Background: an optimization exercise with open tools, aiming at small area and a short achievable clock period. Do not read the settings as production practice.
Only simulation tests tie the RTL to the original design; equivalence was not proved.
Power and IR drop assume default switching activity.

`flow/design.v`:
```
package video_pkg;
    localparam int COORD_W = 13;               
    localparam int PCNT_W  = 6;                
    localparam int ADDR_W  = 32;
    localparam int DATA_W  = 32;
    localparam logic [ADDR_W-1:0] REG_CTRL    = 32'h0000_0000;
    localparam logic [ADDR_W-1:0] REG_H1      = 32'h0000_0028;
    localparam logic [ADDR_W-1:0] REG_H2      = 32'h0000_0030;
    localparam logic [ADDR_W-1:0] REG_V1      = 32'h0000_0038;
    localparam logic [ADDR_W-1:0] REG_V2      = 32'h0000_0040;
    localparam logic [ADDR_W-1:0] REG_BASE    = 32'h0000_0048;
    localparam logic [ADDR_W-1:0] REG_LINEINC = 32'h0000_0050;
    localparam int CTRL_EN_BIT  = 3;           
    localparam int CTRL_PCNT_LO = 4;           
    localparam int FIFO_DEPTH  = 16;
    localparam int FIFO_AW     = $clog2(FIFO_DEPTH);
    localparam int FREE_W      = $clog2(FIFO_DEPTH + 1);
    localparam int MEM_CREDITS = 4;
    localparam int CRED_W      = $clog2(MEM_CREDITS + 1);
    typedef struct packed {
        logic [7:0] r;                         
        logic [7:0] g;                         
        logic [7:0] b;                         
    } rgb_t;
    typedef struct packed {
        logic              en;
        logic [PCNT_W-1:0] pcnt;               
    } ctrl_cfg_t;
    typedef struct packed {
        logic [COORD_W-1:0] size;              
        logic [COORD_W-1:0] sync_start;
        logic [COORD_W-1:0] sync_end;          
        logic [COORD_W-1:0] total;
    } axis_cfg_t;
    typedef struct packed {
        logic [ADDR_W-1:0] base_address;
        logic [ADDR_W-1:0] lineinc;            
    } fetch_cfg_t;
    typedef struct packed {
        logic hsync;
        logic hblank;
        logic vsync;
        logic vblank;
    } sync_t;
    localparam sync_t SYNC_IDLE = 4'b0101;   
endpackage
import video_pkg::*;
module video_regs (
    input  logic                           clk,
    input  logic                           reset_n,
    input  logic                           reg_wr,
    input  logic [video_pkg::ADDR_W-1:0]   reg_addr,
    input  logic [video_pkg::DATA_W-1:0]   reg_wdata,
    output video_pkg::ctrl_cfg_t           ctrl_cfg,
    output video_pkg::axis_cfg_t           h_cfg,
    output video_pkg::axis_cfg_t           v_cfg,
    output video_pkg::fetch_cfg_t          fetch_cfg
);
    logic [COORD_W-1:0] lo_field;
    logic [COORD_W-1:0] hi_field;
    assign lo_field = reg_wdata[COORD_W-1:0];
    assign hi_field = reg_wdata[2*COORD_W-1:COORD_W];
    always_ff @(posedge clk or negedge reset_n) begin
        if (!reset_n) begin
            ctrl_cfg  <= '0;
            h_cfg     <= '0;
            v_cfg     <= '0;
            fetch_cfg <= '0;
        end else if (reg_wr) begin
            case (reg_addr)
                REG_CTRL: begin
                    ctrl_cfg.en   <= reg_wdata[CTRL_EN_BIT];
                    ctrl_cfg.pcnt <= reg_wdata[CTRL_PCNT_LO +: PCNT_W];
                end
                REG_H1: begin
                    h_cfg.total <= lo_field;
                    h_cfg.size  <= hi_field;
                end
                REG_H2: begin
                    h_cfg.sync_end   <= lo_field;
                    h_cfg.sync_start <= hi_field;
                end
                REG_V1: begin
                    v_cfg.total <= lo_field;
                    v_cfg.size  <= hi_field;
                end
                REG_V2: begin
                    v_cfg.sync_end   <= lo_field;
                    v_cfg.sync_start <= hi_field;
                end
                REG_BASE: begin
                    fetch_cfg.base_address <= reg_wdata;
                end
                REG_LINEINC: begin
                    fetch_cfg.lineinc <= reg_wdata;
                end
                default: begin
                end                                  
            endcase
        end
    end
endmodule
import video_pkg::*;
module video_timing (
    input  logic                           clk,
    input  logic                           reset_n,
    input  video_pkg::ctrl_cfg_t           ctrl_cfg,
    input  video_pkg::axis_cfg_t           h_cfg,
    input  video_pkg::axis_cfg_t           v_cfg,
    output logic                           pix_tick,
    output logic                           active,
    output logic                           fetch_line,
    output logic [video_pkg::COORD_W-1:0]  fetch_y,
    output video_pkg::sync_t               sync
);
    logic [PCNT_W-1:0]  pdiv;                  
    logic [COORD_W-1:0] hcnt;
    logic [COORD_W-1:0] vcnt;
    logic               h_last;
    logic               v_last;
    assign pix_tick = ctrl_cfg.en && (pdiv >= ctrl_cfg.pcnt);
    assign h_last   = (hcnt >= h_cfg.total - 1'b1);
    assign v_last   = (vcnt >= v_cfg.total - 1'b1);
    assign active = ctrl_cfg.en && (hcnt < h_cfg.size) && (vcnt < v_cfg.size);
    assign fetch_y = v_last ? '0 : vcnt + 1'b1;
    assign fetch_line = pix_tick && (hcnt == h_cfg.size) && (fetch_y < v_cfg.size);
    always_ff @(posedge clk or negedge reset_n) begin
        if (!reset_n) begin
            pdiv <= '0;
        end else if (!ctrl_cfg.en || pix_tick) begin
            pdiv <= '0;
        end else begin
            pdiv <= pdiv + 1'b1;
        end
    end
    always_ff @(posedge clk or negedge reset_n) begin
        if (!reset_n) begin
            hcnt <= '0;
            vcnt <= '0;
        end else if (!ctrl_cfg.en) begin
            hcnt <= '0;                        
            vcnt <= '0;
        end else if (pix_tick) begin
            if (h_last) begin
                hcnt <= '0;
                vcnt <= fetch_y;
            end else begin
                hcnt <= hcnt + 1'b1;
            end
        end
    end
    always_ff @(posedge clk or negedge reset_n) begin
        if (!reset_n) begin
            sync <= SYNC_IDLE;
        end else if (!ctrl_cfg.en) begin
            sync <= SYNC_IDLE;
        end else begin
            sync.hblank <= (hcnt >= h_cfg.size);
            sync.hsync  <= (hcnt >= h_cfg.sync_start) && (hcnt < h_cfg.sync_end);
            sync.vblank <= (vcnt >= v_cfg.size);
            sync.vsync  <= (vcnt >= v_cfg.sync_start) && (vcnt < v_cfg.sync_end);
        end
    end
endmodule
import video_pkg::*;
module line_fetch (
    input  logic                           clk,
    input  logic                           reset_n,
    input  video_pkg::fetch_cfg_t          fetch_cfg,
    input  video_pkg::axis_cfg_t           h_cfg,
    input  logic                           fetch_line,
    input  logic [video_pkg::COORD_W-1:0]  fetch_y,
    output logic                           mem_req,
    output logic [video_pkg::ADDR_W-1:0]   mem_addr,
    input  logic                           mem_credit,
    input  logic                           mem_rsp_valid,
    input  logic [video_pkg::DATA_W-1:0]   mem_rsp_data,
    output logic                           fifo_wr,
    output video_pkg::rgb_t                fifo_wdata,
    input  logic                           fifo_pop
);
    logic [COORD_W-1:0] remaining;             
    logic [ADDR_W-1:0]  next_addr;
    logic [CRED_W-1:0]  credits;
    logic [FREE_W-1:0]  free_slots;            
    logic               issue;
    assign issue = !fetch_line && (remaining != '0) && (credits != '0) &&
                   (free_slots != '0);
    always_ff @(posedge clk or negedge reset_n) begin
        if (!reset_n) begin
            mem_req    <= 1'b0;
            remaining  <= '0;
            credits    <= CRED_W'(MEM_CREDITS);
            free_slots <= FREE_W'(FIFO_DEPTH);
        end else begin
            mem_req    <= issue;
            credits    <= credits - CRED_W'(issue) + CRED_W'(mem_credit);
            free_slots <= free_slots - FREE_W'(issue) + FREE_W'(fifo_pop);
            if (fetch_line) begin
                remaining <= h_cfg.size;
            end else if (issue) begin
                remaining <= remaining - 1'b1;
            end
        end
    end
    always_ff @(posedge clk) begin
        if (fetch_line) begin
            next_addr <= fetch_cfg.base_address + ADDR_W'(fetch_y) * fetch_cfg.lineinc;
        end else if (issue) begin
            next_addr <= next_addr + ADDR_W'(4);
        end
        if (issue) begin
            mem_addr <= next_addr;
        end
    end
    assign fifo_wr    = mem_rsp_valid;
    assign fifo_wdata = mem_rsp_data[23:0];    
endmodule
import video_pkg::*;
module pixel_fifo (
    input  logic            clk,
    input  logic            reset_n,
    input  logic            wr,
    input  video_pkg::rgb_t wdata,
    input  logic            pop,
    output video_pkg::rgb_t rdata,
    output logic            empty
);
    logic [23:0]      mem [0:FIFO_DEPTH-1];    
    logic [FIFO_AW:0] wr_ptr;                  
    logic [FIFO_AW:0] rd_ptr;
    always_ff @(posedge clk or negedge reset_n) begin
        if (!reset_n) begin
            wr_ptr <= '0;
            rd_ptr <= '0;
        end else begin
            if (wr) begin
                wr_ptr <= wr_ptr + 1'b1;
            end
            if (pop && !empty) begin
                rd_ptr <= rd_ptr + 1'b1;
            end
        end
    end
    always_ff @(posedge clk) begin
        if (wr) begin
            mem[wr_ptr[FIFO_AW-1:0]] <= wdata;
        end
    end
    assign rdata = mem[rd_ptr[FIFO_AW-1:0]];   
    assign empty = (wr_ptr == rd_ptr);
endmodule
module pixel_output (
    input  logic            clk,
    input  logic            reset_n,
    input  logic            pix_tick,
    input  logic            active,
    input  logic            fifo_empty,
    input  video_pkg::rgb_t fifo_rdata,
    output logic            pop,
    output video_pkg::rgb_t rgb
);
    assign pop = pix_tick && active && !fifo_empty;
    always_ff @(posedge clk or negedge reset_n) begin
        if (!reset_n) begin
            rgb <= '0;
        end else if (active && !fifo_empty) begin
            rgb <= fifo_rdata;
        end else begin
            rgb <= '0;                         
        end
    end
endmodule
import video_pkg::*;
module video_ctrl_top (
    input  logic                           clk,
    input  logic                           reset_n,
    input  logic                           reg_wr,
    input  logic [video_pkg::ADDR_W-1:0]   reg_addr,
    input  logic [video_pkg::DATA_W-1:0]   reg_wdata,
    output logic                           mem_req,
    output logic [video_pkg::ADDR_W-1:0]   mem_addr,
    input  logic                           mem_credit,
    input  logic                           mem_rsp_valid,
    input  logic [video_pkg::DATA_W-1:0]   mem_rsp_data,
    output logic [3:0]                     sync,     
    output logic [23:0]                    rgb       
);
    video_pkg::ctrl_cfg_t          ctrl_cfg;
    video_pkg::axis_cfg_t          h_cfg;
    video_pkg::axis_cfg_t          v_cfg;
    video_pkg::fetch_cfg_t         fetch_cfg;
    logic               pix_tick;
    logic               active;
    logic               fetch_line;
    logic [COORD_W-1:0] fetch_y;
    logic               fifo_wr;
    video_pkg::rgb_t               fifo_wdata;
    logic               fifo_pop;              
    video_pkg::rgb_t               fifo_rdata;
    logic               fifo_empty;
    video_regs i_video_regs (
        .clk       (clk),
        .reset_n   (reset_n),
        .reg_wr    (reg_wr),
        .reg_addr  (reg_addr),
        .reg_wdata (reg_wdata),
        .ctrl_cfg  (ctrl_cfg),
        .h_cfg     (h_cfg),
        .v_cfg     (v_cfg),
        .fetch_cfg (fetch_cfg)
    );
    video_timing i_video_timing (
        .clk        (clk),
        .reset_n    (reset_n),
        .ctrl_cfg   (ctrl_cfg),
        .h_cfg      (h_cfg),
        .v_cfg      (v_cfg),
        .pix_tick   (pix_tick),
        .active     (active),
        .fetch_line (fetch_line),
        .fetch_y    (fetch_y),
        .sync       (sync)
    );
    line_fetch i_line_fetch (
        .clk           (clk),
        .reset_n       (reset_n),
        .fetch_cfg     (fetch_cfg),
        .h_cfg         (h_cfg),
        .fetch_line    (fetch_line),
        .fetch_y       (fetch_y),
        .mem_req       (mem_req),
        .mem_addr      (mem_addr),
        .mem_credit    (mem_credit),
        .mem_rsp_valid (mem_rsp_valid),
        .mem_rsp_data  (mem_rsp_data),
        .fifo_wr       (fifo_wr),
        .fifo_wdata    (fifo_wdata),
        .fifo_pop      (fifo_pop)
    );
    pixel_fifo i_pixel_fifo (
        .clk     (clk),
        .reset_n (reset_n),
        .wr      (fifo_wr),
        .wdata   (fifo_wdata),
        .pop     (fifo_pop),
        .rdata   (fifo_rdata),
        .empty   (fifo_empty)
    );
    pixel_output i_pixel_output (
        .clk        (clk),
        .reset_n    (reset_n),
        .pix_tick   (pix_tick),
        .active     (active),
        .fifo_empty (fifo_empty),
        .fifo_rdata (fifo_rdata),
        .pop        (fifo_pop),
        .rgb        (rgb)
    );
endmodule
```
`flow/constraint.sdc`:
```
create_clock -name core_clock -period 9.0 [get_ports {clk}]
set_input_delay 1.8000 -clock core_clock [delete_from_list [all_inputs] [get_ports {clk}]]
set_output_delay 1.8000 -clock core_clock [all_outputs]
set_load 0.01 [all_outputs]
```
`flow/config.mk`:
```
export PLATFORM = sky130hd
export DESIGN_NAME = video_ctrl_top
export DESIGN_NICKNAME = video_ctrl_top
export VERILOG_FILES = /design/flow/design.v
export SDC_FILE = /design/flow/constraint.sdc
export NUM_CORES = 4
export LEC_CHECK = 0
export CAP_MARGIN = 20
export CORE_MARGIN = 2
export CORE_UTILIZATION = 40
export SLEW_MARGIN = 20
```
`flow/run.sh`:
```
#!/bin/bash
# synth_recipe.tcl (not shown) runs the flow's synth.tcl, then flattens the netlist and writes it again
# the make line also repeats each setting of config.mk as NAME=value (left out here)
make -C /OpenROAD-flow-scripts/flow DESIGN_CONFIG=/design/flow/config.mk WORK_HOME=/design/flow/orfs CLKGATE_MAP_FILE= SYNTH_SCRIPT=/design/flow/synth_recipe.tcl finish
```
==> results of run 1 <==
path summary, 6_finish.rpt:
kind                                           startpoint                          to  slack (ns)  depth (start not counted)
worst max-delay path                i_video_regs.v_cfg[2]  i_line_fetch.next_addr[27]        0.42                         33
worst min-delay path            i_line_fetch.next_addr[1]    i_line_fetch.mem_addr[1]        0.43                          0
worst max register to register      i_video_regs.v_cfg[2]  i_line_fetch.next_addr[27]        0.42                         33
worst min register to register  i_line_fetch.next_addr[1]    i_line_fetch.mem_addr[1]        0.43                          0
max in group asynchronous                         reset_n      i_video_regs.v_cfg[35]        6.56                          2
min in group asynchronous                         reset_n        i_line_fetch.mem_req        1.14                          1
area by class of cell:
cell class                 instances  area (um2)
fill                            9262       55500
antenna                            1        2.50
inverter                         451        1700
clock buffer                     103        2100
multi-input combinational       2011       19800
clock inverter                    44         468
sequential                       715       20100
timing repair buffer             228        2320
tap                             1380        1730
stage by stage:
step	power, mW	setup WS (ns)
4_1_cts	7.49	0.100
3_5_place_dp	4.29	0.136
3_3_place_gp	4.26	0.164
5_1_grt	7.67	0.0247
6_report	7.44	0.418
2_1_floorplan	3.99	0.829
flip-flops by register name, summed over array words and instances (netlist names), 6 cells and up:
name                    flops
i_pixel_fifo.mem          384
i_video_timing.hcnt        13
i_line_fetch.remaining     13
i_line_fetch.next_addr     32
i_video_regs.h_cfg         52
i_video_regs.ctrl_cfg       7
i_line_fetch.mem_addr      32
i_video_regs.v_cfg         52
i_video_timing.pdiv         6
i_video_regs.fetch_cfg     64
i_pixel_output.rgb         24
i_video_timing.vcnt        13
layer usage:
| metal | track usage | part of all wire | routed length [um] |
|---|---|---|---|
| met1 | 0.265 | 0.43 | 45400 |
| met2 | 0.334 | 0.48 | 51200 |
| met3 | 0.0365 | 0.058 | 6150 |
| met4 | 0.0639 | 0.027 | 2830 |
| met5 | 0 | 0.00057 | 60 |
power by group:
group / switching, mW / internal, mW
sequential: 0.0622 / 3.69
clock: 1.42 / 1.79
combinational: 0.318 / 0.159
worst reg2reg max path, delay by kind of cell (launching register included):
| family | cells | cell delay (ns) |
|---|---|---|
| flip-flops | 1 | 0.43 |
| AND/OR/NAND/NOR | 7 | 1.43 |
| adder cells (fa/ha/maj) | 8 | 3.53 |
| buffers and inverters | 8 | 1.12 |
| AO/OA/AOI/OAI | 9 | 1.63 |
| XOR/XNOR | 1 | 0.14 |
layout by cell type (no fill, tap or decap), drive strengths merged, types with 4 or more instances in the layout:
master / netlist / final
and2: 145 / 145
o21ai: 134 / 134
o31a: 4 / 4
o211ai: 5 / 5
dfrtp: 263 / 263
dfstp: 4 / 4
a211o: 4 / 4
nand4: 28 / 28
and4: 8 / 8
nand2b: 19 / 19
bufinv: 0 / 4
mux4: 120 / 120
nand2: 337 / 337
nand3: 37 / 37
edfxtp: 448 / 448
a211oi: 8 / 8
clkbuf: 115 / 103
mux2: 117 / 117
nor4: 21 / 21
xor2: 44 / 44
nor3: 30 / 30
nor3b: 4 / 4
xnor2: 102 / 102
fa: 286 / 286
a21oi: 70 / 70
clkinv: 1 / 37
or4: 4 / 4
nor2b: 17 / 17
o2bb2ai: 13 / 13
a21o: 37 / 37
ha: 200 / 200
clkdlybuf4s50: 0 / 152
o21a: 25 / 25
nor2: 104 / 104
and3: 48 / 48
buf: 21 / 76
inv: 450 / 452
synthesized netlist by cell type, types with 5 or more instances:
cell,number,area (um2)
nor4_1,20,125
nor2b_1,17,106
nor2_1,104,390
edfxtp_1,448,13500
nand3_1,37,185
nand2_1,337,1260
buf_1,13,48.8
o211ai_1,5,37.5
o21a_1,25,188
mux2_2,117,1320
xor2_1,44,385
inv_1,449,1690
and2_1,145,907
xnor2_1,102,893
a21oi_1,70,350
and3_1,48,300
a211oi_1,7,52.6
clkbuf_1,112,420
and4_1,8,70.1
mux4_2,120,2700
dfrtp_1,263,6580
o21ai_0,128,641
ha_1,200,2500
nor3_1,28,140
o21ai_1,5,25.0
nand4_1,26,163
o2bb2ai_1,13,114
fa_1,286,5730
a21o_1,37,278
nand2b_1,19,119
kinds of logic (layout without fill, tap and decap cells):
family / Yosys count / after routing / synth area share
simple gates: 818 / 818 / 0.0963
flops: 715 / 715 / 0.480
buf+inv: 587 / 826 / 0.0540
fa+ha+maj: 486 / 486 / 0.196
compound gates: 321 / 321 / 0.0467
mux: 239 / 239 / 0.0963
xor+xnor: 147 / 147 / 0.0310
other cells: 0 / 1 / 0
==> impl_summary.txt, run 1 <==
----------------------------------------------------
[Status]
  Result of the run ... timing/DRC/antenna clean

[Die]
  Total core area ... 104,000 um2
  Height of the chip ... 328 um
  Total die area ... 108,000 um2
  Total number of placement rows ... 118
  I/O pin total ... 162
  Starting utilization of the core area ... 0.404
  Die boundary width ... 328 um

[Logic synthesis]
  Number of flops mapped to enable cells by yosys ... 448
  Nets in the synthesized netlist ... 3,900
  Portion of the post-synthesis area used by sequential elements ... 0.480
  Top FF cell, synth ... edfxtp_1
  Post-synth design cell area ... 42,000 um2
  Flip-flop and latch count after synthesis ... 715
  Share of synthesized registers carrying an async set or reset ... 0.373
  Synth Area per Inst ... 12.7 um2
  Synthesis Warnings ... 5
  Number of different library cells in the post-synthesis netlist ... 76
  Synthesized instance count ... 3,313

[Drt]
  Residual DRC ... 0
  Number of detailed-routing iterations run before antenna repair ... 5
  Number of antenna-violating nets in the routed design ... 0
  Routed length per instance ... 21.4 um
  Final wirelength ... 106 mm
  Initial drt markers ... 1,770
  Avg Vias per Cell ... 5.20
  Total vias in the final route ... 25,600

[Setup path]
  Required time of the worst setup path ... 9.37 ns
  Category of cells accounting for the largest share of critical-path delay ... adder cells
  Critical path startpoint category ... register
  Max FO, Critical Path ... 17
  Type of the setup path with the least slack ... reg -> reg
  Library cell appearing most often on the critical path ... fa_1
  Slowest stage cell, crit path ... fa_1
  Worst setup EP type ... register
  Sum of buffers and inverters on the critical path ... 8
  Data arrival at the endpoint of the critical path ... 8.95 ns
  Stage delay of the slowest cell on the critical path ... 0.54 ns

[Clock tree]
  Maximum number of buffers from clock root to sink ... 3
  Number of gates resized after cts ... 0
  Clock network latency to the later pin of the worst-skew pair ... 0.68 ns
  Cts bufs inserted ... 79
  Clock transition at the registers of the reported paths ... 0.06 ns
  Total setup buffers inserted after CTS ... 0
  Htree depth ... 3
  Root cell of the clock tree ... clkbuf_16
  CTS tree ... built
  Clk sink count ... 715
  # hold bufs at CTS ... 0

[Global route]
  Pin count of the biggest net entering global routing ... 147
  Antenna violations before repair ... 13
  Total congestion overflow after global routing ... 0
  Global-route usage over all layers ... 0.200
  Vias in the first global route ... 27,000
  Global-route wire length before repair ... 162 mm

[Layout]
  Final Instance Area ... 48,300 um2
  Number of nets in the final layout ... 4,073
  Final cell utilization of the core ... 0.465
  Layout cell share with drive strength beyond 1 ... 0.138
  Area Growth Syn to Fin ... 15.0%
  Number of cells in the finished layout apart from fillers ... 4,933

[Timing]
  Share of the clock period used by the worst path after layout ... 0.954
  Transition time at the pin with the least slew margin ... 1.12 ns
  Maximum frequency from static timing analysis ... 117 MHz
  Tightest hold margin ... 0.434 ns
  Minimum clock period after layout ... 8.58 ns
  Fin Clk Skew ... 0.0502 ns
  Number of pins with negative max-slew slack in the final report ... 0
  Final setup violating endpoints ... 0
  Total negative setup slack ... 0 ns
  Final hold violation count ... 0
  Unrepaired setup endpoints after global routing ... no
  Worst slew slack as a fraction of its limit ... 0.249

[Place]
  Number of buffer cells added on primary ports ... 153
  Routability Congestion ... 0.836
  Total cell area at the placement stage ... 45,500 um2
  Cell total after placement ... 4,781
  Half-perimeter wire length after detailed placement ... 71.4 mm

[Pwr]
  Power density over cell area ... 154 nW/um2
  Standby leakage power ... 20.1 nW
  VDD IR max ... 0.176 mV

[Hold path]
  Path category of the worst min-delay check ... reg -> reg

[Flow run]
  Number of max-cap violations ... 0

----------------------------------------------------
==> run 2, diff against run 1 <==
--- a/flow/design.v
+++ b/flow/design.v
@@ -52,20 +52,35 @@
     input  logic [video_pkg::ADDR_W-1:0]   reg_addr,
     input  logic [video_pkg::DATA_W-1:0]   reg_wdata,
     output video_pkg::ctrl_cfg_t           ctrl_cfg,
-    output video_pkg::axis_cfg_t           h_cfg,
-    output video_pkg::axis_cfg_t           v_cfg,
+    output video_pkg::axis_cfg_t           h_cfg,      
+    output video_pkg::axis_cfg_t           v_cfg,      
     output video_pkg::fetch_cfg_t          fetch_cfg
 );
     logic [COORD_W-1:0] lo_field;
+    logic [COORD_W-1:0] lo_m1;
     logic [COORD_W-1:0] hi_field;
     assign lo_field = reg_wdata[COORD_W-1:0];
     assign hi_field = reg_wdata[2*COORD_W-1:COORD_W];
+    assign lo_m1    = lo_field - 1'b1;             
     always_ff @(posedge clk or negedge reset_n) begin
         if (!reset_n) begin
-            ctrl_cfg  <= '0;
-            h_cfg     <= '0;
-            v_cfg     <= '0;
-            fetch_cfg <= '0;
+            h_cfg.total <= '1;
+            v_cfg.total <= '1;
+        end else if (reg_wr) begin
+            if (reg_addr == REG_H1) h_cfg.total <= lo_m1;
+            if (reg_addr == REG_V1) v_cfg.total <= lo_m1;
+        end
+    end
+    always_ff @(posedge clk or negedge reset_n) begin
+        if (!reset_n) begin
+            ctrl_cfg             <= '0;
+            h_cfg.size           <= '0;
+            h_cfg.sync_start     <= '0;
+            h_cfg.sync_end       <= '0;
+            v_cfg.size           <= '0;
+            v_cfg.sync_start     <= '0;
+            v_cfg.sync_end       <= '0;
+            fetch_cfg            <= '0;
         end else if (reg_wr) begin
             case (reg_addr)
                 REG_CTRL: begin
@@ -73,7 +88,6 @@
                     ctrl_cfg.pcnt <= reg_wdata[CTRL_PCNT_LO +: PCNT_W];
                 end
                 REG_H1: begin
-                    h_cfg.total <= lo_field;
                     h_cfg.size  <= hi_field;
                 end
                 REG_H2: begin
@@ -81,7 +95,6 @@
                     h_cfg.sync_start <= hi_field;
                 end
                 REG_V1: begin
-                    v_cfg.total <= lo_field;
                     v_cfg.size  <= hi_field;
                 end
                 REG_V2: begin
@@ -105,59 +118,71 @@
     input  logic                           clk,
     input  logic                           reset_n,
     input  video_pkg::ctrl_cfg_t           ctrl_cfg,
-    input  video_pkg::axis_cfg_t           h_cfg,
-    input  video_pkg::axis_cfg_t           v_cfg,
+    input  video_pkg::axis_cfg_t           h_cfg,      
+    input  video_pkg::axis_cfg_t           v_cfg,      
     output logic                           pix_tick,
     output logic                           active,
     output logic                           fetch_line,
-    output logic [video_pkg::COORD_W-1:0]  fetch_y,
+    output logic                           line_step,   
+    output logic                           line_wrap,   
     output video_pkg::sync_t               sync
 );
     logic [PCNT_W-1:0]  pdiv;                  
     logic [COORD_W-1:0] hcnt;
+    logic [COORD_W-1:0] hcnt_new;
     logic [COORD_W-1:0] vcnt;
+    logic [COORD_W-1:0] fy;                    
+    logic [COORD_W-1:0] vsrc;
+    logic [COORD_W-1:0] fy_new;
     logic               h_last;
-    logic               v_last;
-    assign pix_tick = ctrl_cfg.en && (pdiv >= ctrl_cfg.pcnt);
-    assign h_last   = (hcnt >= h_cfg.total - 1'b1);
-    assign v_last   = (vcnt >= v_cfg.total - 1'b1);
-    assign active = ctrl_cfg.en && (hcnt < h_cfg.size) && (vcnt < v_cfg.size);
-    assign fetch_y = v_last ? '0 : vcnt + 1'b1;
-    assign fetch_line = pix_tick && (hcnt == h_cfg.size) && (fetch_y < v_cfg.size);
-    always_ff @(posedge clk or negedge reset_n) begin
-        if (!reset_n) begin
-            pdiv <= '0;
-        end else if (!ctrl_cfg.en || pix_tick) begin
+    logic               hb;                    
+    logic               heq;                   
+    logic               vb;                    
+    logic               nld;                   
+    logic               heq_new;
+    logic               en;
+    assign en = ctrl_cfg.en;
+    assign pix_tick = en && (pdiv >= ctrl_cfg.pcnt);
+    assign h_last   = (hcnt == h_cfg.total);
+    assign active = en && !hb && !vb;
+    assign fetch_line = pix_tick && heq && nld;
+    assign hcnt_new = (!en || h_last) ? '0 : hcnt + 1'b1;
+    assign heq_new  = (hcnt_new == h_cfg.size);
+    assign line_step = !en || (pix_tick && h_last);
+    assign vsrc      = en ? fy : '0;
+    assign line_wrap = (vsrc == v_cfg.total);
+    assign fy_new    = line_wrap ? '0 : vsrc + 1'b1;
+    always_ff @(posedge clk) begin
+        if (!en || pix_tick) begin
             pdiv <= '0;
         end else begin
             pdiv <= pdiv + 1'b1;
         end
     end
-    always_ff @(posedge clk or negedge reset_n) begin
-        if (!reset_n) begin
-            hcnt <= '0;
-            vcnt <= '0;
-        end else if (!ctrl_cfg.en) begin
-            hcnt <= '0;                        
-            vcnt <= '0;
-        end else if (pix_tick) begin
-            if (h_last) begin
-                hcnt <= '0;
-                vcnt <= fetch_y;
-            end else begin
-                hcnt <= hcnt + 1'b1;
-            end
+    always_ff @(posedge clk) begin
+        if (!en || pix_tick) begin
+            hcnt <= hcnt_new;
+            heq  <= heq_new;
+            hb   <= heq_new || (en && !h_last && hb);
+        end
+    end
+    always_ff @(posedge clk) begin
+        if (line_step) begin
+            vcnt <= vsrc;
+            fy   <= fy_new;
+            nld  <= (fy_new < v_cfg.size);
+            vb   <= en ? !nld : (v_cfg.size == '0);
         end
     end
     always_ff @(posedge clk or negedge reset_n) begin
         if (!reset_n) begin
             sync <= SYNC_IDLE;
-        end else if (!ctrl_cfg.en) begin
+        end else if (!en) begin
             sync <= SYNC_IDLE;
         end else begin
-            sync.hblank <= (hcnt >= h_cfg.size);
+            sync.hblank <= hb;
             sync.hsync  <= (hcnt >= h_cfg.sync_start) && (hcnt < h_cfg.sync_end);
-            sync.vblank <= (vcnt >= v_cfg.size);
+            sync.vblank <= vb;
             sync.vsync  <= (vcnt >= v_cfg.sync_start) && (vcnt < v_cfg.sync_end);
         end
     end
@@ -168,8 +193,10 @@
     input  logic                           reset_n,
     input  video_pkg::fetch_cfg_t          fetch_cfg,
     input  video_pkg::axis_cfg_t           h_cfg,
+    input  logic                           en,
     input  logic                           fetch_line,
-    input  logic [video_pkg::COORD_W-1:0]  fetch_y,
+    input  logic                           line_step,
+    input  logic                           line_wrap,
     output logic                           mem_req,
     output logic [video_pkg::ADDR_W-1:0]   mem_addr,
     input  logic                           mem_credit,
@@ -180,7 +207,8 @@
     input  logic                           fifo_pop
 );
     logic [COORD_W-1:0] remaining;             
-    logic [ADDR_W-1:0]  next_addr;
+    logic [ADDR_W-1:0]  line_off;              
+    logic               first;                 
     logic [CRED_W-1:0]  credits;
     logic [FREE_W-1:0]  free_slots;            
     logic               issue;
@@ -204,13 +232,19 @@
         end
     end
     always_ff @(posedge clk) begin
+        if (line_step) begin
+            line_off <= line_wrap ? '0 : (en ? line_off : '0) + fetch_cfg.lineinc;
+        end
+    end
+    always_ff @(posedge clk) begin
         if (fetch_line) begin
-            next_addr <= fetch_cfg.base_address + ADDR_W'(fetch_y) * fetch_cfg.lineinc;
+            mem_addr <= fetch_cfg.base_address + line_off;
+            first    <= 1'b1;
         end else if (issue) begin
-            next_addr <= next_addr + ADDR_W'(4);
-        end
-        if (issue) begin
-            mem_addr <= next_addr;
+            first    <= 1'b0;
+            if (!first) begin
+                mem_addr <= mem_addr + ADDR_W'(4);
+            end
         end
     end
     assign fifo_wr    = mem_rsp_valid;
@@ -293,7 +327,8 @@
     logic               pix_tick;
     logic               active;
     logic               fetch_line;
-    logic [COORD_W-1:0] fetch_y;
+    logic               line_step;
+    logic               line_wrap;
     logic               fifo_wr;
     video_pkg::rgb_t               fifo_wdata;
     logic               fifo_pop;              
@@ -319,7 +354,8 @@
         .pix_tick   (pix_tick),
         .active     (active),
         .fetch_line (fetch_line),
-        .fetch_y    (fetch_y),
+        .line_step  (line_step),
+        .line_wrap  (line_wrap),
         .sync       (sync)
     );
     line_fetch i_line_fetch (
@@ -327,8 +363,10 @@
         .reset_n       (reset_n),
         .fetch_cfg     (fetch_cfg),
         .h_cfg         (h_cfg),
+        .en            (ctrl_cfg.en),
         .fetch_line    (fetch_line),
-        .fetch_y       (fetch_y),
+        .line_step     (line_step),
+        .line_wrap     (line_wrap),
         .mem_req       (mem_req),
         .mem_addr      (mem_addr),
         .mem_credit    (mem_credit),
--- a/flow/config.mk
+++ b/flow/config.mk
@@ -5,7 +5,9 @@
 export SDC_FILE = /design/flow/constraint.sdc
 export NUM_CORES = 4
 export LEC_CHECK = 0
+export ABC_CLOCK_PERIOD_IN_PS = 3000
 export CAP_MARGIN = 20
 export CORE_MARGIN = 2
 export CORE_UTILIZATION = 40
+export SETUP_SLACK_MARGIN = 5
 export SLEW_MARGIN = 20
==> run 2 against run 1 <==
Still clean on timing, DRC and antenna. Design area fell by 18%. Maximum frequency rose by 130%. Power rose by 0.59%. Synthesized cell count fell by 27%. Register-to-register slack improved by 4.8 ns.
==> impl_summary.txt, run 2 <==
----------------------------------------------------
[Drt]
  Total vias in the final route ... 20,300
  Initial drt markers ... 1,574
  Number of detailed-routing iterations run before antenna repair ... 5
  Final wirelength ... 81.6 mm
  Routed length per instance ... 21.3 um
  Avg Vias per Cell ... 5.32
  Number of antenna-violating nets in the routed design ... 0
  Residual DRC ... 0

[Die]
  Height of the chip ... 296 um
  Total core area ... 84,900 um2
  Total die area ... 87,700 um2
  Die boundary width ... 296 um
  Starting utilization of the core area ... 0.402
  I/O pin total ... 162
  Total number of placement rows ... 107

[Timing]
  Fin Clk Skew ... 0.0471 ns
  Worst slew slack as a fraction of its limit ... 0.320
  Final hold violation count ... 0
  Total negative setup slack ... 0 ns
  Minimum clock period after layout ... 3.80 ns
  Tightest hold margin ... 0.466 ns
  Number of pins with negative max-slew slack in the final report ... 0
  Final setup violating endpoints ... 0
  Maximum frequency from static timing analysis ... 263 MHz
  Unrepaired setup endpoints after global routing ... yes
  Share of the clock period used by the worst path after layout ... 0.423
  Transition time at the pin with the least slew margin ... 1.02 ns

[Pwr]
  Power density over cell area ... 188 nW/um2
  VDD IR max ... 0.202 mV
  Standby leakage power ... 14.6 nW

[Logic synthesis]
  Fraction of synthesized area in multiplexers ... 0.117
  Synthesis Warnings ... 5
  Top FF cell, synth ... edfxtp_1
  Number of flops mapped to enable cells by yosys ... 491
  Dominant combinational cell family by area after synthesis ... multiplexers
  Nets in the synthesized netlist ... 2,688
  Post-synth design cell area ... 34,200 um2
  Most area-consuming cells after synthesis ... edfxtp_1, dfrtp_1, mux4_2, ha_1, mux2_2
  Number of different library cells in the post-synthesis netlist ... 72
  Adder-Cell Fraction of Synth Area ... 0.0569
  Post-Synth Simple-Gate Area ... 0.0817
  Post-synth top area share ... 0.432
  Synth Area per Inst ... 14.0 um2
  Synthesized instance count ... 2,434
  Post-synthesis share of cell area spent on xor and xnor gates ... 0.0472
  Share of the synthesized area in compound gates (AO/OA/AOI/OAI) ... 0.0648
  Portion of the post-synthesis area used by sequential elements ... 0.609
  Ranking of synthesized cells by instance count ... edfxtp_1, dfrtp_1, nor2_1, ha_1, nand2_1
  Most frequent cell after synthesis ... edfxtp_1
  Yosys top cell by area ... edfxtp_1
  Flip-flop and latch count after synthesis ... 733
  Share of synthesized registers carrying an async set or reset ... 0.321

[Setup path]
  Data arrival at the endpoint of the critical path ... 4.20 ns
  Type of the setup path with the least slack ... reg -> reg
  Required time of the worst setup path ... 9.40 ns
  Worst setup EP type ... register
  Critical path startpoint category ... register
  Max FO, Critical Path ... 19

[Layout]
  Most frequent cells in the layout ... edfxtp_1, dfrtp_1, nor2_1
  Fill cell instance count of the final layout ... 7,490
  Number of cells in the finished layout apart from fillers ... 3,823
  Final Instance Area ... 39,800 um2
  Final cell utilization of the core ... 0.469
  Number of nets in the final layout ... 2,866
  Area Growth Syn to Fin ... 16.6%
  Most common library cell in the layout ignoring fill and taps ... edfxtp_1
  Layout cell share with drive strength beyond 1 ... 0.162
  Number of flip-flops under the largest register name ... 384

[Clock tree]
  Clock network latency to the later pin of the worst-skew pair ... 0.65 ns
  Clk sink count ... 733
  CTS tree ... built
  Clock transition at the registers of the reported paths ... 0.06 ns
  Maximum number of buffers from clock root to sink ... 3
  Htree depth ... 3
  Root cell of the clock tree ... clkbuf_16
  Cts bufs inserted ... 79

[Global route]
  Pin count of the biggest net entering global routing ... 173
  Global-route usage over all layers ... 0.189
  Total congestion overflow after global routing ... 0
  Antenna violations before repair ... 3
  Vias in the first global route ... 21,100
  Global-route wire length before repair ... 125 mm

[Hold path]
  Path category of the worst min-delay check ... reg -> reg

[Place]
  Half-perimeter wire length after detailed placement ... 50.8 mm
  Total cell area at the placement stage ... 37,100 um2
  Number of buffer cells added on primary ports ... 153
  Cell total after placement ... 3,671
  Routability Congestion ... 0.870

[Status]
  Result of the run ... timing/DRC/antenna clean

[Flow run]
  Number of max-cap violations ... 0

----------------------------------------------------
## run 2: cell types whose count changed after synthesis, sizes merged, moves of 43 or more
cell,before,now
inv,450,114
edfxtp,448,491
nand2,337,126
a21oi,70,121
clkbuf,115,69
and2,145,59
ha,200,149
dfrtp,263,205
fa,286,4
nor2,104,157
## run 2: cell families after synthesis
family / after synthesis
flip-flops: 733
adder cells (fa/ha/maj): 153
multiplexers: 235
buffers and inverters: 207
AO/OA/AOI/OAI: 362
AND/OR/NAND/NOR: 560
XOR/XNOR: 184
## run 2: stage by stage
stage | total power [mW] | setup WS (ns)
after detailed placement | 4.35 | 4.37
after CTS | 7.57 | 5.02
after global routing | 7.75 | 4.94
after global placement | 4.33 | 4.37
final | 7.48 | 5.20
after floorplan | 4.09 | 5.02
## run 2: worst max-delay path: stages (launching register included)
cell	delay [ns]
dfrtp_4	0.56
and2_1	0.19
ha_1	0.20
inv_1	0.07
fa_1	0.39
nor2b_1	0.22
o31a_1	0.24
a211oi_1	0.16
a211o_1	0.39
o31ai_2	0.31
a311o_1	0.26
a41oi_1	0.18
a21oi_1	0.22
xnor2_1	0.14
nor2_1	0.06
## run 2: repair_timing
action                                  4_1_cts  5_1_grt
hold buffers                                  0        0
gates resized for setup                       2        3
endpoints found under the setup margin        3       39
setup buffers                                 1        1
pin swaps                                     1        0
## run 2: path summary, 6_finish.rpt
check	startpoint	cells after the start	endpoint	slack [ns]
setup reg to reg	i_video_regs.ctrl_cfg[6]	14	i_line_fetch.line_off[28]	5.20
hold reg to reg	i_video_timing.pdiv[0]	1	i_video_timing.pdiv[0]	0.47
hold / removal	i_video_timing.pdiv[0]	1	i_video_timing.pdiv[0]	0.47
max in group asynchronous	reset_n	2	i_video_regs.ctrl_cfg[6]	6.45
setup / recovery	i_video_regs.ctrl_cfg[6]	14	i_line_fetch.line_off[28]	5.20
min in group asynchronous	reset_n	1	i_line_fetch.credits[0]	1.12
## run 2: report_power, final
part	switching, mW	internal [mW]	leakage, nW
registers	0.0614	3.79	7.09
clock network	1.38	1.83	1.25
logic	0.276	0.147	6.24
total	1.71	5.77	14.6
## run 2: final cells by class
class / count / area [um2] / share of cell area
sequential: 733 / 20800 / 0.523
multi-input combinational: 1494 / 12600 / 0.317
clock buffer: 129 / 2330 / 0.0586
timing repair buffer: 190 / 1880 / 0.0473
tap: 1144 / 1430 / 0.0360
inverter: 114 / 428 / 0.0107
clock inverter: 18 / 278 / 0.00698
antenna: 1 / 2.50 / 0.0000629
## run 2: metal layers
layer	vias to the layer above	wire length, um	track usage
met4	6	2050	0.0556
met2	529	38900	0.312
met5	-	41	0
li1	9385	-	-
met3	122	4620	0.0345
met1	10300	36000	0.255
==> run 3, diff against run 2 <==
--- a/flow/config.mk
+++ b/flow/config.mk
@@ -5,7 +5,6 @@
 export SDC_FILE = /design/flow/constraint.sdc
 export NUM_CORES = 4
 export LEC_CHECK = 0
-export ABC_CLOCK_PERIOD_IN_PS = 3000
 export CAP_MARGIN = 20
 export CORE_MARGIN = 2
 export CORE_UTILIZATION = 40
==> run 3 against run 2 <==
Still clean on timing, DRC and antenna. Die area is the same. Synthesized cell count is the same. Synthesized area is the same. Via count is the same. Wire length is the same. Clock power is essentially flat. Core utilization is the same. Non-clock buffer count is the same. Critical endpoint unchanged. Highest routed layer unchanged.
==> impl_summary.txt, run 3 <==
----------------------------------------------------
[Clock tree]
  Maximum number of buffers from clock root to sink ... 3
  Htree depth ... 3
  CTS tree ... built
  Clock network latency to the later pin of the worst-skew pair ... 0.65 ns
  Cts bufs inserted ... 79
  Clock transition at the registers of the reported paths ... 0.06 ns
  Root cell of the clock tree ... clkbuf_16
  Clk sink count ... 733

[Global route]
  Global-route usage over all layers ... 0.189
  Total congestion overflow after global routing ... 0
  Pin count of the biggest net entering global routing ... 173
  Vias in the first global route ... 21,100
  Antenna violations before repair ... 3
  Global-route wire length before repair ... 125 mm

[Timing]
  Unrepaired setup endpoints after global routing ... yes
  Worst slew slack as a fraction of its limit ... 0.320
  Maximum frequency from static timing analysis ... 263 MHz
  Minimum clock period after layout ... 3.80 ns
  Worst Setup Slack, final ... 5.20 ns
  Total negative setup slack ... 0 ns
  Final setup violating endpoints ... 0
  Share of the clock period used by the worst path after layout ... 0.423
  Tightest hold margin ... 0.466 ns
  Final hold violation count ... 0
  Number of pins with negative max-slew slack in the final report ... 0
  Transition time at the pin with the least slew margin ... 1.02 ns
  Fin Clk Skew ... 0.0471 ns

[Place]
  Number of buffer cells added on primary ports ... 153
  Routability Congestion ... 0.870
  Half-perimeter wire length after detailed placement ... 50.8 mm
  Post-Place Worst Slack ... 4.37 ns
  Cell total after placement ... 3,671
  Total cell area at the placement stage ... 37,100 um2

[Logic synthesis]
  Fraction of synthesized area in multiplexers ... 0.117
  Synthesis Warnings ... 5
  Portion of the post-synthesis area used by sequential elements ... 0.609
  Share of the synthesized area in compound gates (AO/OA/AOI/OAI) ... 0.0648
  Post-synth design cell area ... 34,200 um2
  Dominant combinational cell family by area after synthesis ... multiplexers
  Number of flops mapped to enable cells by yosys ... 491
  Top FF cell, synth ... edfxtp_1
  Post-Synth Simple-Gate Area ... 0.0817
  Most area-consuming cells after synthesis ... edfxtp_1, dfrtp_1, mux4_2, ha_1, mux2_2
  Flip-flop and latch count after synthesis ... 733
  Share of synthesized registers carrying an async set or reset ... 0.321
  Most frequent cell after synthesis ... edfxtp_1
  Post-synthesis share of cell area spent on xor and xnor gates ... 0.0472
  Ranking of synthesized cells by instance count ... edfxtp_1, dfrtp_1, nor2_1, ha_1, nand2_1
  Adder-Cell Fraction of Synth Area ... 0.0569
  Yosys top cell by area ... edfxtp_1
  Number of different library cells in the post-synthesis netlist ... 72
  Synth Area per Inst ... 14.0 um2
  Nets in the synthesized netlist ... 2,688
  Synthesized instance count ... 2,434
  Post-synth top area share ... 0.432

[Setup path]
  Stage delay of the slowest cell on the critical path ... 0.56 ns
  Sum of buffers and inverters on the critical path ... 1
  Slowest stage cell, crit path ... dfrtp_4
  Worst setup EP type ... register
  Data arrival at the endpoint of the critical path ... 4.20 ns
  Max FO, Critical Path ... 19
  Required time of the worst setup path ... 9.40 ns
  Critical path startpoint category ... register
  Category of cells accounting for the largest share of critical-path delay ... compound AO/OA/AOI/OAI gates
  Type of the setup path with the least slack ... reg -> reg
  Critical-path cell list ... and2_1 > ha_1 > inv_1 > fa_1 > nor2b_1 > o31a_1 > a211oi_1 > a211o_1 > o31ai_2 > a311o_1 > a41oi_1 > a21oi_1 > xnor2_1 > nor2_1

[Layout]
  Layout cell share with drive strength beyond 1 ... 0.162
  Number of nets in the final layout ... 2,866
  Most frequent cells in the layout ... edfxtp_1, dfrtp_1, nor2_1
  Fill cell instance count of the final layout ... 7,490
  Final cell utilization of the core ... 0.469
  Final Instance Area ... 39,800 um2
  Number of flip-flops under the largest register name ... 384
  Area Growth Syn to Fin ... 16.6%
  Most common library cell in the layout ignoring fill and taps ... edfxtp_1
  Number of cells in the finished layout apart from fillers ... 3,823

[Drt]
  Avg Vias per Cell ... 5.32
  Residual DRC ... 0
  Number of antenna-violating nets in the routed design ... 0
  Final wirelength ... 81.6 mm
  Routed length per instance ... 21.3 um
  Number of detailed-routing iterations run before antenna repair ... 5
  Total vias in the final route ... 20,300
  Initial drt markers ... 1,574

[Die]
  Height of the chip ... 296 um
  Starting utilization of the core area ... 0.402
  Total core area ... 84,900 um2
  Total die area ... 87,700 um2
  Die boundary width ... 296 um
  Total number of placement rows ... 107
  I/O pin total ... 162

[Pwr]
  Design Power ... 7.48 mW
  VDD IR max ... 0.202 mV
  Standby leakage power ... 14.6 nW
  Power density over cell area ... 188 nW/um2

[Status]
  Result of the run ... timing/DRC/antenna clean

[Hold path]
  Path category of the worst min-delay check ... reg -> reg

[Flow run]
  Number of max-cap violations ... 0

----------------------------------------------------
-- run 3: cell counts in the layout (fill, tap and decap cells not counted) --
No cell type changed its count.
-- run 3: where the power goes --
| part | total [mW] | internal, mW | switching [mW] | leakage, nW |
|---|---|---|---|---|
| Combinational | 0.423 | 0.147 | 0.276 | 6.24 |
| Sequential | 3.85 | 3.79 | 0.0614 | 7.09 |
| Clock | 3.21 | 1.83 | 1.38 | 1.25 |
-- run 3: worst register-to-register path, stage by stage (launching register included) --
cell      delay [ns]
dfrtp_4         0.56
and2_1          0.19
ha_1            0.20
inv_1           0.07
fa_1            0.39
nor2b_1         0.22
o31a_1          0.24
a211oi_1        0.16
a211o_1         0.39
o31ai_2         0.31
a311o_1         0.26
a41oi_1         0.18
a21oi_1         0.23
xnor2_1         0.14
nor2_1          0.06
-- run 3: worst paths after layout --
kind	from	to	slack, ns	depth (start not counted)
worst max-delay path	i_video_regs.ctrl_cfg[6]	i_line_fetch.line_off[28]	5.20	14
worst min-delay path	i_video_timing.pdiv[0]	i_video_timing.pdiv[0]	0.47	1
worst max register to register	i_video_regs.ctrl_cfg[6]	i_line_fetch.line_off[28]	5.20	14
worst min register to register	i_video_timing.pdiv[0]	i_video_timing.pdiv[0]	0.47	1
max in group asynchronous	reset_n	i_video_regs.ctrl_cfg[6]	6.45	2
min in group asynchronous	reset_n	i_line_fetch.credits[0]	1.12	1
-- run 3: logic make-up after synthesis --
family / after synthesis
compound gates: 362
xor+xnor: 184
fa+ha+maj: 153
buf+inv: 207
flops: 733
mux: 235
simple gates: 560
-- run 3: repair_timing --
action	CTS	global route
resized for setup	2	3
setup endpoints to repair	3	39
hold buffers	0	0
setup buffers	1	1
pin swaps	1	0
-- run 3: layout make-up --
| class | instances | area [um2] | area share |
|---|---|---|---|
| multi-input combinational | 1494 | 12600 | 0.317 |
| sequential | 733 | 20800 | 0.523 |
| timing repair buffer | 190 | 1880 | 0.0473 |
| antenna | 1 | 2.50 | 0.0000629 |
| tap | 1144 | 1430 | 0.0360 |
| clock inverter | 18 | 278 | 0.00698 |
| clock buffer | 129 | 2330 | 0.0586 |
| inverter | 114 | 428 | 0.0107 |
-- run 3: metal layers --
layer	vias to the layer above	global-route usage	routed length (um)
met3	122	0.0345	4620
met4	6	0.0556	2050
met2	529	0.312	38900
met5	-	0	41
li1	9385	-	-
met1	10300	0.255	36000
==> run 4, diff against run 3 <==
--- a/flow/config.mk
+++ b/flow/config.mk
@@ -8,5 +8,4 @@
 export CAP_MARGIN = 20
 export CORE_MARGIN = 2
 export CORE_UTILIZATION = 40
-export SETUP_SLACK_MARGIN = 5
 export SLEW_MARGIN = 20
==> run 4 against run 3 <==
Register-to-register slack got worse by 0.52 ns. Synthesized area did not move. Largest cell class unchanged. Design area barely moved.
==> impl_summary.txt, run 4 <==
----------------------------------------------------
[Timing]
  Final hold violation count ... 0
  Share of the clock period used by the worst path after layout ... 0.480
  Final setup violating endpoints ... 0
  Fin Clk Skew ... 0.0445 ns
  Maximum frequency from static timing analysis ... 231 MHz
  Worst Setup Slack, final ... 4.68 ns
  Number of pins with negative max-slew slack in the final report ... 0
  Worst slew slack as a fraction of its limit ... 0.263
  Minimum clock period after layout ... 4.32 ns
  Tightest hold margin ... 0.462 ns
  Total negative setup slack ... 0 ns
  Transition time at the pin with the least slew margin ... 1.11 ns
  Unrepaired setup endpoints after global routing ... no

[Logic synthesis]
  Nets in the synthesized netlist ... 2,688
  Portion of the post-synthesis area used by sequential elements ... 0.609
  Synthesis Warnings ... 5
  Synth Area per Inst ... 14.0 um2
  Top FF cell, synth ... edfxtp_1
  Post-synth top area share ... 0.432
  Ranking of synthesized cells by instance count ... edfxtp_1, dfrtp_1, nor2_1, ha_1, nand2_1
  Post-synth design cell area ... 34,200 um2
  Flip-flop and latch count after synthesis ... 733
  Number of different library cells in the post-synthesis netlist ... 72
  Most area-consuming cells after synthesis ... edfxtp_1, dfrtp_1, mux4_2, ha_1, mux2_2
  Number of flops mapped to enable cells by yosys ... 491
  Share of synthesized registers carrying an async set or reset ... 0.321
  Most frequent cell after synthesis ... edfxtp_1
  Yosys top cell by area ... edfxtp_1
  Synthesized instance count ... 2,434

[Place]
  Routability Congestion ... 0.839
  Cell total after placement ... 3,677
  Post-Place Worst Slack ... 4.13 ns
  Total cell area at the placement stage ... 37,100 um2
  Half-perimeter wire length after detailed placement ... 52.5 mm
  Number of buffer cells added on primary ports ... 153

[Layout]
  Most common library cell in the layout ignoring fill and taps ... edfxtp_1
  Number of nets in the final layout ... 2,869
  Number of flip-flops under the largest register name ... 384
  Multi-input logic area ... 12,600 um2
  Final Instance Area ... 39,800 um2
  Storage cell area ... 20,800 um2
  Number of cells in the finished layout apart from fillers ... 3,828
  Fill cell instance count of the final layout ... 7,450
  Layout cell share with drive strength beyond 1 ... 0.165
  Most frequent cells in the layout ... edfxtp_1, dfrtp_1, nor2_1
  Final cell utilization of the core ... 0.469
  Area Growth Syn to Fin ... 16.5%

[Global route]
  Vias in the first global route ... 21,300
  Global-route usage over all layers ... 0.188
  Total congestion overflow after global routing ... 0
  Antenna violations before repair ... 7
  Pin count of the biggest net entering global routing ... 94
  Global-route wire length before repair ... 126 mm

[Drt]
  Total vias in the final route ... 20,400
  Detail Route met2 WL ... 39.1 mm
  Residual DRC ... 0
  Detailed-route wire length on metal 1 ... 36.1 mm
  Routed length per instance ... 21.3 um
  Avg Vias per Cell ... 5.32
  Number of antenna-violating nets in the routed design ... 0
  Initial drt markers ... 1,447
  Number of detailed-routing iterations run before antenna repair ... 7
  Final wirelength ... 81.5 mm
  Top Metal Used ... met5
  Wire length on met3 ... 4.40 mm

[Die]
  Total die area ... 87,700 um2
  Height of the chip ... 296 um
  I/O pin total ... 162
  Starting utilization of the core area ... 0.402
  Total number of placement rows ... 107
  Total core area ... 84,900 um2
  Die boundary width ... 296 um

[Clock tree]
  Maximum number of buffers from clock root to sink ... 3
  CTS tree ... built
  # hold bufs at CTS ... 0
  Clock transition at the registers of the reported paths ... 0.06 ns
  Number of gates resized after cts ... 0
  Clk sink count ... 733
  Htree depth ... 3
  Clock network latency to the later pin of the worst-skew pair ... 0.64 ns
  Root cell of the clock tree ... clkbuf_16
  Total setup buffers inserted after CTS ... 0
  Cts bufs inserted ... 80

[Pwr]
  VDD IR max ... 0.167 mV
  Standby leakage power ... 14.6 nW
  Power density over cell area ... 190 nW/um2
  Design Power ... 7.57 mW

[Setup path]
  Stage delay of the slowest cell on the critical path ... 0.69 ns
  Max FO, Critical Path ... 46
  Data arrival at the endpoint of the critical path ... 4.70 ns
  Critical-path cell list ... buf_4 > and2_0 > xor2_1 > nor3_1 > nand4_1 > nor4_4 > buf_4 > nor2_1 > ha_1 > a21o_1 > a21o_1 > a21oi_1 > nor2_1 > nor4_1
  Slowest stage cell, crit path ... dfrtp_2
  Required time of the worst setup path ... 9.38 ns
  Type of the setup path with the least slack ... reg -> reg
  Critical path startpoint category ... register
  Worst setup EP type ... register

[Flow run]
  Number of max-cap violations ... 0

[Hold path]
  Path category of the worst min-delay check ... reg -> reg

[Status]
  Result of the run ... timing/DRC/antenna clean

----------------------------------------------------
run 4: per-layer routing:
metal / track usage / vias up
li1: - / 9397
met1: 0.253 / 10300
met2: 0.313 / 523
met3: 0.0332 / 121
met4: 0.0528 / 8
met5: 0 / -
run 4: worst paths after layout:
path,startpoint,endpoint,slack [ns],depth (start not counted)
max,i_video_regs.ctrl_cfg[6],i_video_timing.nld,4.68,14
min,i_video_timing.pdiv[0],i_video_timing.pdiv[0],0.46,1
max reg2reg,i_video_regs.ctrl_cfg[6],i_video_timing.nld,4.68,14
min reg2reg,i_video_timing.pdiv[0],i_video_timing.pdiv[0],0.46,1
max in group asynchronous,reset_n,i_video_regs.fetch_cfg[0],6.39,2
min in group asynchronous,reset_n,i_video_regs.h_cfg[27],1.23,1
run 4: logic make-up after synthesis:
logic type,synth area share
AO/OA/AOI/OAI,0.0648
AND/OR/NAND/NOR,0.0817
multiplexers,0.117
flip-flops,0.609
adder cells (fa/ha/maj),0.0569
XOR/XNOR,0.0472
buffers and inverters,0.0234
run 4: cell type report:
type	count	area share
Sequential cell	733	0.523
Multi-Input combinational cell	1494	0.317
Clock buffer	96	0.0536
Timing Repair Buffer	192	0.0460
Tap cell	1144	0.0360
Clock inverter	54	0.0137
Inverter	114	0.0108
Antenna cell	1	0.0000629
run 4: where the power goes:
part / switching, mW / total (mW) / internal (mW) / leakage (nW)
Sequential: 0.0613 / 3.85 / 3.79 / 7.09
Combinational: 0.272 / 0.418 / 0.146 / 6.22
Clock: 1.41 / 3.30 / 1.89 / 1.30
Total: 1.74 / 7.57 / 5.82 / 14.6
run 4: worst max-delay path, delay by kind of cell (launching register included):
kind | cells | cell delay, ns
compound gates | 3 | 0.47
simple gates | 7 | 1.52
fa+ha+maj | 1 | 0.33
buf+inv | 2 | 0.94
xor+xnor | 1 | 0.13
flops | 1 | 0.69
==> run 5, diff against run 4 <==
==> flow/flow/run.sh (new file) <==
#!/bin/bash
# Standard ORFS layout with fast port buffers and no CTS dummy loads.
set -euo pipefail
bash standard.sh \
  "BUFFER_PORTS_ARGS=-buffer_cell sky130_fd_sc_hd__buf_2" \
  "CTS_ARGS=-sink_clustering_enable -repair_clock_nets -dont_use_dummy_load" \
  finish > standard.log 2>&1
==> flow/standard.sh (new file) <==
#!/bin/bash
# synth_recipe.tcl (not shown) runs the flow's synth.tcl, then flattens the netlist and writes it again
# the make line also repeats each setting of config.mk as NAME=value (left out here)
make -C /OpenROAD-flow-scripts/flow DESIGN_CONFIG=/design/flow/config.mk WORK_HOME=/design/flow/orfs CLKGATE_MAP_FILE= SYNTH_SCRIPT=/design/flow/synth_recipe.tcl "${@:-finish}"
--- a/flow/config.mk
+++ b/flow/config.mk
@@ -8,4 +8,5 @@
 export CAP_MARGIN = 20
 export CORE_MARGIN = 2
 export CORE_UTILIZATION = 40
+export SETUP_SLACK_MARGIN = 5
 export SLEW_MARGIN = 20
removed: flow/run.sh
==> run 5 against run 4 <==
Still clean on timing, DRC and antenna. Wire length down 0.87%. Maximum frequency increased by 11%. Sequential share of layout area rose by 1.8 points. Design area is 3.4% lower. Clock skew is 0.051 ns higher. Critical path type is now in -> reg. Critical endpoint is now i_video_regs.fetch_cfg[63]. Largest cell class unchanged.
==> impl_summary.txt, run 5 <==
----------------------------------------------------
[Timing]
  Maximum frequency from static timing analysis ... 256 MHz
  Tightest hold margin ... 0.459 ns
  Total negative setup slack ... 0 ns
  Fin Clk Skew ... 0.0958 ns
  Unrepaired setup endpoints after global routing ... yes
  Number of pins with negative max-slew slack in the final report ... 0
  Minimum clock period after layout ... 3.91 ns
  Share of the clock period used by the worst path after layout ... 0.434
  Worst Setup Slack, final ... 5.09 ns
  Final setup violating endpoints ... 0
  Transition time at the pin with the least slew margin ... 0.968 ns
  Final hold violation count ... 0
  Worst slew slack as a fraction of its limit ... 0.353

[Die]
  Die boundary width ... 296 um
  Height of the chip ... 296 um
  Total number of placement rows ... 107
  I/O pin total ... 162
  Starting utilization of the core area ... 0.402
  Total die area ... 87,700 um2
  Total core area ... 84,900 um2

[Logic synthesis]
  Top FF cell, synth ... edfxtp_1
  Synth Area per Inst ... 14.0 um2
  Yosys top cell by area ... edfxtp_1
  Number of different library cells in the post-synthesis netlist ... 72
  Number of flops mapped to enable cells by yosys ... 491
  Nets in the synthesized netlist ... 2,688
  Ranking of synthesized cells by instance count ... edfxtp_1, dfrtp_1, nor2_1, ha_1, nand2_1
  Synthesis Warnings ... 5
  Synthesized instance count ... 2,434
  Portion of the post-synthesis area used by sequential elements ... 0.609
  Share of synthesized registers carrying an async set or reset ... 0.321
  Most area-consuming cells after synthesis ... edfxtp_1, dfrtp_1, mux4_2, ha_1, mux2_2
  Most frequent cell after synthesis ... edfxtp_1
  Flip-flop and latch count after synthesis ... 733
  Post-synth top area share ... 0.432
  Post-synth design cell area ... 34,200 um2

[Clock tree]
  Root cell of the clock tree ... clkbuf_16
  Clock network latency to the later pin of the worst-skew pair ... 0.66 ns
  Clk sink count ... 733
  Cts bufs inserted ... 81
  Htree depth ... 3
  CTS tree ... built
  Maximum number of buffers from clock root to sink ... 3
  Clock transition at the registers of the reported paths ... 0.06 ns

[Place]
  Total cell area at the placement stage ... 36,300 um2
  Cell total after placement ... 3,672
  Routability Congestion ... 0.857
  Number of buffer cells added on primary ports ... 153
  Half-perimeter wire length after detailed placement ... 51.8 mm
  Post-Place Worst Slack ... 4.59 ns

[Layout]
  Layout cell share with drive strength beyond 1 ... 0.213
  Number of cells in the finished layout apart from fillers ... 3,757
  Number of nets in the final layout ... 2,868
  Most frequent cells in the layout ... edfxtp_1, dfrtp_1, nor2_1
  Area Growth Syn to Fin ... 12.5%
  Final Instance Area ... 38,400 um2
  Final cell utilization of the core ... 0.453
  Number of flip-flops under the largest register name ... 384
  Most common library cell in the layout ignoring fill and taps ... edfxtp_1

[Drt]
  Avg Vias per Cell ... 5.39
  Residual DRC ... 0
  Number of antenna-violating nets in the routed design ... 0
  Routed length per instance ... 21.5 um
  Number of detailed-routing iterations run before antenna repair ... 5
  Final wirelength ... 80.8 mm
  Total vias in the final route ... 20,200
  Initial drt markers ... 1,494

[Pwr]
  Standby leakage power ... 14.3 nW
  Design Power ... 7.01 mW
  Power density over cell area ... 182 nW/um2
  VDD IR max ... 0.152 mV

[Setup path]
  Stage delay of the slowest cell on the critical path ... 0.88 ns
  Critical path startpoint category ... primary input
  Sum of buffers and inverters on the critical path ... 1
  Critical path launch point ... reg_addr[10]
  Slowest stage cell, crit path ... and3_2
  Worst setup EP type ... register
  Data arrival at the endpoint of the critical path ... 4.36 ns
  Required time of the worst setup path ... 9.45 ns
  Critical register-to-register path startpoint ... i_video_regs.ctrl_cfg[6]
  Max FO, Critical Path ... 32
  Critical-path cell list ... buf_2 > nor4_1 > nand4_1 > nor2_1 > and3_2 > mux2_2
  Type of the setup path with the least slack ... in -> reg
  R2R setup slack ... 5.19 ns
  Category of cells accounting for the largest share of critical-path delay ... simple AND/OR/NAND/NOR gates

[Hold path]
  Path category of the worst min-delay check ... reg -> reg
  Origin of the worst min-delay path ... i_video_timing.pdiv[0]

[Global route]
  Total congestion overflow after global routing ... 0
  Global-route usage over all layers ... 0.186
  Global-route wire length before repair ... 123 mm
  Vias in the first global route ... 20,800
  Antenna violations before repair ... 6
  Pin count of the biggest net entering global routing ... 147

[Flow run]
  Number of max-cap violations ... 0

[Status]
  Result of the run ... timing/DRC/antenna clean

----------------------------------------------------
[run 5: cell count changes in the layout (fill, tap and decap cells not counted), moves of 3 or more]
cell	delta
buf_2	+152
buf_4	-6
bufinv_16	-6
clkbuf_1	-9
clkbuf_8	-7
clkdlybuf4s50_1	-152
clkinv_1	-22
clkinv_16	-4
clkinv_2	-15
clkinvlp_4	-3
[run 5: power by group]
group / internal [mW] / total [mW] / switching (mW)
logic: 0.127 / 0.398 / 0.271
clock network: 1.57 / 2.76 / 1.19
registers: 3.79 / 3.85 / 0.0632
[run 5: cells by family (layout without fill, tap and decap cells)]
group	after synthesis	in the layout	synth area share
AO/OA/AOI/OAI	362	362	0.0648
XOR/XNOR	184	184	0.0472
other	0	1	0
adder cells (fa/ha/maj)	153	153	0.0569
flip-flops	733	733	0.609
AND/OR/NAND/NOR	560	560	0.0817
buffers and inverters	207	385	0.0234
multiplexers	235	235	0.117
[run 5: layer usage]
layer | track usage | vias to the layer above | part of all wire
met1 | 0.249 | 10200 | 0.43
met5 | 0 | - | 0.00067
met3 | 0.0320 | 145 | 0.055
li1 | - | 9331 | -
met2 | 0.311 | 524 | 0.48
met4 | 0.0586 | 8 | 0.028
[run 5: final cells by class]
cell class                 instances  area (um2)
tap                             1144        1430
clock buffer                      81        2030
fill                            7523       46400
antenna                            1        2.50
inverter                         114         428
multi-input combinational       1494       12600
timing repair buffer             190        1100
sequential                       733       20800
[run 5: path summary, 6_finish.rpt]
kind	cells after the start	to
max	6	i_video_regs.fetch_cfg[63]
min	1	i_video_timing.pdiv[0]
max reg2reg	14	i_line_fetch.line_off[28]
min reg2reg	1	i_video_timing.pdiv[0]
max in group asynchronous	2	i_pixel_output.rgb[9]
min in group asynchronous	1	i_line_fetch.mem_req
[run 5: timing repair]
item	CTS	global route
hold endpoints to repair	0	0
setup endpoints to repair	2	5
pin swaps	1	0
setup buffers	1	1
resized for setup	2	3
hold buffers	0	0

re-timing with driven ports:
The results above use ideal ports. As a check the final layouts listed here were re-extracted and re-timed, cells and wires unchanged. Step 1 sets driving cells, clkbuf_16 on the clock port and buf_2 on the other inputs (assumed; they add their load-dependent delay and slew). Step 2, shift: input delay + t, output delay - t, t = (earliest + latest rising clock arrival at the registers) / 2. This alone moves slack from input paths to output paths. Three values: no drivers, after step 1, after step 2; two values: the first two.
run	t, ns	setup WS [ns]	worst setup path after step 2	clock arrival spread, ns
run 1	0.722	0.418 / 0.418 / 0.418	register to register	0.053 / 0.053
run 2	0.696	5.196 / 5.196 / 4.567	input to register	0.054 / 0.054
run 3	0.696	5.196 / 5.196 / 4.567	input to register	0.054 / 0.054
run 4	0.683	4.676 / 4.676 / 4.119	input to register	0.049 / 0.049
run 5	0.666	5.091 / 5.131 / 4.464	input to register	0.115 / 0.115
After both steps setup and hold are still met in every run listed.
